Context: an optimization exercise on an open-source flow, tuned for small area, a short achievable clock period and few clock cycles. The choices shown serve that exercise and are no tape-out recipe. Where RTL was checked, it was by simulation tests only, not by an equivalence proof against the original. No activity file was given, so power comes from the tool's default toggle rates.

== old ==
// pot_oversample_ema_hysteresis_top
module pot_oversample_ema_hysteresis_top (
    input  logic                              clk,
    input  logic                              rst_n,
    input  logic                              in_valid,
    output logic                              in_ready,
    input  logic [14:0]                       in_req,
    output logic                              out_valid,
    input  logic                              out_ready,
    output logic [18:0]                       out_req,
    input  logic                              cfg_write,
    input  logic [pot_ema_pkg::CFG_IDX_W-1:0] cfg_index,
    input  logic [pot_ema_pkg::CFG_W-1:0]     cfg_data
);
Size: roughly 2300 cells after synthesis, roughly 610 flip-flops, roughly 58 I/O pins, about 27000 sq um of cells after synthesis.
==> module pot_ema_core, before the edit <==
module pot_ema_core (
    input  logic                     clk,
    input  logic                     rst_n,
    input  logic                     in_valid,
    output logic                     in_ready,
    input  pot_ema_pkg::in_t         in_req,
    input  pot_ema_pkg::cfg_t        cfg,
    input  logic                     hold,         
    output logic                     push,         
    output logic [2:0]               push_ch,
    input  logic [2:0]               rd_ch,        
    output logic [15:0]              rd_level
);
    localparam int NP = 8;
    logic [15:0] r_s [NP];
    logic [3:0]  r_n [NP];
    logic [23:0] r_a [NP];
    logic [15:0] r_l [NP];
    logic [NP-1:0] r_z;
    logic [NP-1:0] r_f;
    logic [2:0]  base;
    logic        done1, done2, done3;
    logic        rv;
    logic [2:0]  rch;
    logic [11:0] rx;
    logic        rdy_r;
    logic        cons;
    logic        acc;
    logic        rv_n;
    logic [2:0]  base_n;
    logic        cons_n;
    logic        rv_h;
    logic        cons_a, cons_h;
    logic        rdy_a, rdy_h;
    assign acc    = in_valid && rdy_r;
    assign base_n = base + 3'd1;
    assign rv_h   = rv && !cons;
    assign cons_a = (in_req.channel == base_n);
    assign cons_h = rv_h && (rch == base_n);
    assign rdy_a  = !hold && cons_a;
    assign rdy_h  = !hold && (!rv_h || cons_h);
    assign rv_n   = acc || rv_h;
    assign cons_n = acc ? cons_a : cons_h;
    always_ff @(posedge clk or negedge rst_n)
    begin
        if (!rst_n)
        begin
            rv    <= 1'b0;
            rdy_r <= 1'b0;
            cons  <= 1'b0;
            base  <= '0;
        end
        else
        begin
            rv    <= rv_n;
            rdy_r <= acc ? rdy_a : rdy_h;
            cons  <= cons_n;
            base  <= base_n;
        end
    end
    always_ff @(posedge clk)
    begin
        if (acc)
        begin
            rch <= in_req.channel;
            rx  <= in_req.sample;
        end
    end
    assign in_ready = rdy_r;
    logic [15:0] s0, sum0;
    logic [3:0]  n0, cnt0;
    logic [23:0] a0;
    logic        dn0;
    logic [16:0] dh0;
    always_comb
    begin
        s0   = r_z[0] ? 16'd0 : r_s[0];
        n0   = r_z[0] ? 4'd0  : r_n[0];
        a0   = r_z[0] ? 24'd0 : r_a[0];
        sum0 = s0 + 16'(rx);
        cnt0 = n0 + 4'd1;
        dn0  = cons && (n0 == 4'd15);
        dh0  = {1'b0, s0} + 17'(rx) + {1'b1, ~a0[23:8]} + 17'(a0[7:0] == 8'd0);
    end
    logic [7:0]  dl1, w1, nw1;
    logic [24:0] d1;
    logic [23:0] x1, y1;
    logic        c1;
    assign dl1 = 8'd0 - r_a[1][7:0];
    assign d1  = {r_n[1][0], r_s[1], dl1};
    assign w1  = cfg.smoothing_weight;
    assign nw1 = 8'd0 - w1;
    pot_ema_mac u_mac (
        .d  (d1),
        .w  (w1),
        .nw (nw1),
        .a  (r_a[1]),
        .x  (x1),
        .y  (y1),
        .c8 (c1)
    );
    logic [3:0]  e2;      
    logic        c2;
    logic [23:0] a2;
    assign a2 = r_a[2] + {e2, r_n[2], r_s[2]} + 24'(c2);
    logic [15:0] lvl3, l3;
    logic [17:0] up3, dn3;
    logic        rep3;
    always_comb
    begin
        lvl3 = r_a[3][23:8];
        l3   = r_l[3];
        up3  = {2'b00, lvl3} + {2'b11, ~l3} + {2'b11, ~cfg.report_threshold} + 18'd1;
        dn3  = {2'b00, l3} + {2'b11, ~lvl3} + {2'b11, ~cfg.report_threshold} + 18'd1;
        rep3 = done3 && (r_f[3] || !up3[17] || !dn3[17]);
    end
    assign push    = rep3;
    assign push_ch = base - 3'd3;
    always_ff @(posedge clk)
    begin
        r_s[1] <= dn0 ? dh0[15:0] : (cons ? sum0 : s0);
        r_n[1] <= dn0 ? {3'd0, dh0[16]} : (cons ? cnt0 : n0);
        r_a[1] <= a0;
        r_l[1] <= r_l[0];
        r_s[2] <= done1 ? y1[15:0]  : r_s[1];
        r_n[2] <= done1 ? y1[19:16] : r_n[1];
        r_a[2] <= done1 ? x1        : r_a[1];
        r_l[2] <= r_l[1];
        e2     <= y1[23:20];
        c2     <= c1;
        r_s[3] <= done2 ? 16'd0 : r_s[2];
        r_n[3] <= done2 ? 4'd0  : r_n[2];
        r_a[3] <= done2 ? a2    : r_a[2];
        r_l[3] <= r_l[2];
        r_s[4] <= r_s[3];
        r_n[4] <= r_n[3];
        r_a[4] <= r_a[3];
        r_l[4] <= rep3 ? lvl3 : r_l[3];
        for (int i = 5; i < NP; i++)
        begin
            r_s[i] <= r_s[i-1];
            r_n[i] <= r_n[i-1];
            r_a[i] <= r_a[i-1];
            r_l[i] <= r_l[i-1];
        end
        r_s[0] <= r_s[NP-1];
        r_n[0] <= r_n[NP-1];
        r_a[0] <= r_a[NP-1];
        r_l[0] <= r_l[NP-1];
    end
    always_ff @(posedge clk or negedge rst_n)
    begin
        if (!rst_n)
        begin
            r_z   <= '1;
            r_f   <= '1;
            done1 <= 1'b0;
            done2 <= 1'b0;
            done3 <= 1'b0;
        end
        else
        begin
            r_z   <= {r_z[NP-2:1], r_z[0] && !cons, r_z[NP-1]};
            r_f   <= {r_f[NP-2:4], r_f[3] && !rep3, r_f[2:0], r_f[NP-1]};
            done1 <= dn0;
            done2 <= done1;
            done3 <= done2;
        end
    end
    logic [2:0] rd_pos;
    assign rd_pos   = base - rd_ch;
    assign rd_level = r_l[rd_pos];
endmodule
clock: 20.0 ns
lec_check: 0
cap_margin: 20
core_margin: 2
core_utilization: 65
cts_cluster_diameter: 100
cts_cluster_size: 30
slew_margin: 20
standard.sh (not shown) runs the stock make flow with config.mk's settings and CLKGATE_MAP_FILE= SYNTH_SCRIPT=/design/flow/synth_recipe.tcl, a recipe that flattens the netlist after the stock synthesis.
==> flow/flow/run.sh <==
#!/bin/bash
set -euo pipefail
bash standard.sh finish "BUFFER_PORTS_ARGS=-buffer_cell sky130_fd_sc_hd__buf_2" > standard_flow.log 2>&1
The flow did not stop early for old: all stages ran, and the layout cleared the timing, DRC and antenna checks.
Testbench counts of old, summed over its fixed seeds: cycles 32,848.
#### Input delta (new over old)
diff --git a/flow/design.v b/flow/design.v
--- a/flow/design.v
+++ b/flow/design.v
@@ -144,6 +144,6 @@
         n0   = r_z[0] ? 4'd0  : r_n[0];
         a0   = r_z[0] ? 24'd0 : r_a[0];
-        sum0 = s0 + 16'(rx);
-        cnt0 = n0 + 4'd1;
+        sum0 = s0 + 16'(rx & {12{cons}});
+        cnt0 = n0 + 4'(cons);
         dn0  = cons && (n0 == 4'd15);
         dh0  = {1'b0, s0} + 17'(rx) + {1'b1, ~a0[23:8]} + 17'(a0[7:0] == 8'd0);
@@ -155,5 +155,5 @@
     assign dl1 = 8'd0 - r_a[1][7:0];
     assign d1  = {r_n[1][0], r_s[1], dl1};
-    assign w1  = cfg.smoothing_weight;
+    assign w1  = cfg.smoothing_weight & {8{done1}};
     assign nw1 = 8'd0 - w1;
     pot_ema_mac u_mac (
@@ -169,5 +169,5 @@
     logic        c2;
     logic [23:0] a2;
-    assign a2 = r_a[2] + {e2, r_n[2], r_s[2]} + 24'(c2);
+    assign a2 = r_a[2] + ({e2, r_n[2], r_s[2]} & {24{done2}}) + 24'(c2);
     logic [15:0] lvl3, l3;
     logic [17:0] up3, dn3;
@@ -185,17 +185,17 @@
     always_ff @(posedge clk)
     begin
-        r_s[1] <= dn0 ? dh0[15:0] : (cons ? sum0 : s0);
-        r_n[1] <= dn0 ? {3'd0, dh0[16]} : (cons ? cnt0 : n0);
+        r_s[1] <= dn0 ? dh0[15:0] : sum0;
+        r_n[1] <= dn0 ? {3'd0, dh0[16]} : cnt0;
         r_a[1] <= a0;
         r_l[1] <= r_l[0];
-        r_s[2] <= done1 ? y1[15:0]  : r_s[1];
-        r_n[2] <= done1 ? y1[19:16] : r_n[1];
-        r_a[2] <= done1 ? x1        : r_a[1];
+        r_s[2] <= done1 ? x1[15:0]  : r_s[1];
+        r_n[2] <= done1 ? x1[19:16] : r_n[1];
+        r_a[2] <= y1;
         r_l[2] <= r_l[1];
-        e2     <= y1[23:20];
+        e2     <= x1[23:20];
         c2     <= c1;
         r_s[3] <= done2 ? 16'd0 : r_s[2];
         r_n[3] <= done2 ? 4'd0  : r_n[2];
-        r_a[3] <= done2 ? a2    : r_a[2];
+        r_a[3] <= a2;
         r_l[3] <= r_l[2];
         r_s[4] <= r_s[3];
Notes after the runs:
For the minimum setup slack in the final design, new came in 0.034 ns lower than old did. NOTE power old->new decreased by more than 10%. The initial standard-cell utilization of the core on old is in line with that on new. Of new and old, old shows the higher final cell count without fillers, with new below it. In the flow results for new and old, the final worst clock skew is larger on new. Multiplexer area fraction after synthesis: new vs old down 0.72 points. new ends up with a detailed-routed wire length on met2 that is 5.1% higher than in old. Comparing new and old, the higher minimum clock period is on new. From old to new the numbers moved as follows: multi-input combinational cell count shrank by 2.1%, setup slack on the worst flop-to-flop path shrank by 0.43 ns, final worst-path cycle share grew by 0.17 points. Sequential share of cell area of new is on par with old.
For new, only the layout was checked, not whether the RTL still works.

what the ideal ports hide:
The flow's constraints put no driver on any port. The routed layouts listed below were extracted and timed again, unchanged, in two steps. Step 1 (the two cells are an assumption about what drives the block):
set clk [get_ports {clk}]
set_driving_cell -lib_cell sky130_fd_sc_hd__clkbuf_16 $clk
set_driving_cell -lib_cell sky130_fd_sc_hd__buf_2 [delete_from_list [all_inputs] $clk]
Step 2, shift: input delay + t, output delay - t, t = (earliest + latest rising clock arrival at the registers) / 2. This alone moves slack from input paths to output paths. Slacks: ideal / step 1 / step 2; pairs: ideal / step 1.
| run | t (ns) | setup WS [ns] | worst setup path at the end | worst slew at a driven data input, ns |
|---|---|---|---|---|
| old | 0.646 | 14.822 / 14.763 / 14.594 | input to register | 0.06 |
| new | 0.644 | 14.788 / 14.729 / 14.481 | input to register | 0.04 |
After both steps setup and hold are still met in every run listed. For new, which loses most, drivers alone change the setup slack by -0.059 ns; drivers and shift together by -0.307 ns.
